From an optimization exercise on the open Yosys and OpenROAD flow, aimed at a short achievable clock period and few clock cycles per item; shortcuts taken in it are not production practice. RTL that was checked went through simulation tests only; none was proved equivalent to the original. The clock port is modelled as an ideal driver; clocking choices that lean on that would not hold on a real chip. Power is estimated from default activity; no workload was simulated.

run R:
Design box_filter_top, start of the top module:
module box_filter_top
(
  input  logic         clk_i,
  input  logic         rst_i,
  input  box_pkg::stream_word_t video_i,
  output logic         video_ready_o,
  output box_pkg::sum_word_t    sum_o,
  input  logic         sum_ready_i
);
localparam int PX_W   = box_pkg::PX_W;
localparam int SUM_W  = box_pkg::SUM_W;
localparam int NCOL   = box_pkg::MAX_LINE_LEN;
localparam int FIFO_D = 8;
localparam int CNT_W  = $clog2( FIFO_D + 1 );
logic              rdy_q;
logic              s0_v;
logic [PX_W - 1:0] s0_px;
logic              s0_last;
logic              s0_user;
assign video_ready_o = rdy_q;
always_ff @( posedge clk_i, posedge rst_i )
  if( rst_i )
    s0_v <= 1'b0;
  else
    s0_v <= video_i.tvalid && rdy_q;
always_ff @( posedge clk_i )
  begin
    s0_px   <= video_i.tdata;
    s0_last <= video_i.tlast;
    s0_user <= video_i.tuser;
  end
logic [NCOL - 1:0] col_q;                                
logic [1:0]        row_q;                                
logic [NCOL - 1:0] col_e;
logic [1:0]        row_e;
assign col_e = s0_user ? NCOL'( 1 ) : col_q;
assign row_e = s0_user ? 2'd0 : row_q;
always_ff @( posedge clk_i, posedge rst_i )
  if( rst_i )
    begin
      col_q <= NCOL'( 1 );
      row_q <= 2'd0;
    end
  else
    if( s0_v )
      begin
        if( s0_last )
          begin
            col_q <= NCOL'( 1 );
            row_q <= ( row_e == 2'd3 ) ? 2'd3 : row_e + 2'd1;
          end
        else
          begin
            col_q <= { col_e[NCOL - 2:0], 1'b0 };
            row_q <= row_e;
          end
      end
logic [PX_W - 1:0] la [NCOL];
logic [PX_W - 1:0] lb [NCOL];
logic [PX_W - 1:0] rd_a;
logic [PX_W - 1:0] rd_b;
always_comb
  begin
    rd_a = '0;
  ...
Size: about 1200 cells after synthesis, ~30 I/O pins.
Settings: LEC_CHECK=0, ABC_CLOCK_PERIOD_IN_PS=1400, CAP_MARGIN=20, CORE_MARGIN=2, CORE_UTILIZATION=60, CTS_CLUSTER_DIAMETER=100, CTS_CLUSTER_SIZE=30, SETUP_SLACK_MARGIN=1.6, SLEW_MARGIN=20; clock period 3.1 ns.
run.sh (not shown) runs the stock make flow with config.mk's settings and CLKGATE_MAP_FILE= SYNTH_SCRIPT=/design/flow/synth_recipe.tcl, a recipe that flattens the netlist after the stock synthesis.
No stage failed in run R, and the final checks on the layout all came back clean.
Changes in run C relative to run R:
- a change of CTS_CLUSTER_DIAMETER from 100 to 60
- a change of CTS_CLUSTER_SIZE from 30 to 24
==> run notes <==
Max combinational power share across run R and run C: run R. Re global-route usage over all layers: run C is 0.65 points up on run R. Run R vs run C, start point of the critical path: sum_ready_i vs col_1[0]. Required time at the endpoint of the critical path (run C over run R): decrease, 190 ps.
No run of this note included a check of the RTL's function; only the layout flow was run.

---

## 06-28
box_filter_top, a different RTL version from the one above (not shown whole).
Size: roughly 660 flip-flops, roughly 30 I/O pins, about 23,000 µm² of cells after synthesis.
Settings: LEC_CHECK=0, ABC_CLOCK_PERIOD_IN_PS=1100, CAP_MARGIN=20, CORE_MARGIN=2, CORE_UTILIZATION=60, SETUP_SLACK_MARGIN=1.8, SLEW_MARGIN=20; clock period 3.1 ns.
standard.sh (not shown) runs the stock make flow with config.mk's settings and CLKGATE_MAP_FILE= SYNTH_SCRIPT=/design/flow/synth_recipe.tcl, a recipe that flattens the netlist after the stock synthesis.
==> flow/flow/run.sh <==
#!/bin/bash
# The standard layout (standard.sh: the standard flow's own ORFS run, with the standard
# synthesis) with these changes, passed to ORFS through its environment:
#  - port buffers are buf_4 instead of the default pick, a slow delay cell
#  - clock tree synthesis clusters about 30 flip-flops per leaf buffer
#  - the ports of each side of the stream are placed as a group
# make's full output goes to flow.log in the work folder.
set -euo pipefail
here=$(cd "$(dirname "$0")" && pwd)
export BUFFER_PORTS_ARGS="-buffer_cell sky130_fd_sc_hd__buf_4"
export CTS_ARGS="-sink_clustering_enable -repair_clock_nets -sink_clustering_size 30 -sink_clustering_max_diameter 100"
# no adder cells: the adder step (extract_fa) maps sums to full-adder cells,
# whose sum output is slow; without it abc maps the adders from plain gates
export ADDER_MAP_FILE=
# the output side ports next to each other, and the input side ports too
export PLACE_PINS_ARGS="-group_pins {sum_o[0] sum_o[1] sum_o[2] sum_o[3] sum_o[4] sum_o[5] sum_o[6] sum_o[7] sum_o[8] sum_o[9] sum_o[10] sum_o[11] sum_o[12] sum_o[13] sum_o[14] video_ready_o sum_ready_i} -group_pins {video_i[0] video_i[1] video_i[2] video_i[3] video_i[4] video_i[5] video_i[6] video_i[7] video_i[8] video_i[9] video_i[10]}"
export POST_CTS_TCL="$here/post_cts.tcl"
bash standard.sh > flow.log 2>&1
Other scripts of this flow, unchanged in this note and not shown: flow/flow/clock_top.tcl, flow/flow/post_cts.tcl
Testbench counts of 06-28, summed over its fixed seeds: cycles 7,441, items 5,195.
Edits applied to the flow inputs when going from 06-28 to 08-04:
Settings: CORE_UTILIZATION now 70, was 60.
--- a/flow/flow/run.sh
+++ b/flow/flow/run.sh
@@ -5,4 +5,2 @@
 #  - clock tree synthesis clusters about 30 flip-flops per leaf buffer
-#  - the ports of each side of the stream are placed as a group
-# make's full output goes to flow.log in the work folder.
 set -euo pipefail
@@ -14,4 +12,2 @@
 export ADDER_MAP_FILE=
-# the output side ports next to each other, and the input side ports too
-export PLACE_PINS_ARGS="-group_pins {sum_o[0] sum_o[1] sum_o[2] sum_o[3] sum_o[4] sum_o[5] sum_o[6] sum_o[7] sum_o[8] sum_o[9] sum_o[10] sum_o[11] sum_o[12] sum_o[13] sum_o[14] video_ready_o sum_ready_i} -group_pins {video_i[0] video_i[1] video_i[2] video_i[3] video_i[4] video_i[5] video_i[6] video_i[7] video_i[8] video_i[9] video_i[10]}"
 export POST_CTS_TCL="$here/post_cts.tcl"
### Flow results
- Changes observed in 08-04 relative to 06-28: detail-routed net length per standard cell increased by 3.8% relative to the old numbers; power level; multiplexer share of the synthesized area stayed essentially flat.
- 08-04 vs. 06-28: worst hold slack after final layout +0.0053 ns; tightest slew margin relative to the limit moved down; routed wire length rose by 890 µm.
- As far as synthesized area goes, 06-28 and 08-04 are indistinguishable; the numbers are identical.
- The lower area added between synthesis and finish of 06-28 and 08-04 is in 06-28.

==> port drivers added, routing unchanged <==
In the flow no input, the clock included, has a driving cell. The finished layouts below were timed again as built, in two steps.
Step 1 sets driving cells, clkbuf_16 on the clock port and buf_2 on the other inputs (assumed; they add their load-dependent delay and slew).
Step 2 moves the port delays by t, midway between the first and last clock arrival at a register: inputs arrive t later, outputs are due t later. That takes back most of the time a late clock gives input paths.
Three values: no drivers, after step 1, after step 2; two values: the first two.
run | t, ns | slack for setup (ns) | hold WS [ns]
run R | 0.605 | 1.168 / 1.187 / 0.581 | 0.297 / 0.297 / 0.297
run C | 0.587 | 1.158 / 1.158 / 0.849 | 0.330 / 0.330 / 0.330
06-28 | 0.473 | 1.614 / 1.492 / 1.347 | 0.318 / 0.268 / 0.318
08-04 | 0.462 | 1.614 / 1.503 / 1.254 | 0.323 / 0.239 / 0.323
After both steps every run listed still meets setup and hold. For run R, which loses most, drivers alone change the setup slack by +0.019 ns; drivers and shift together by -0.587 ns.
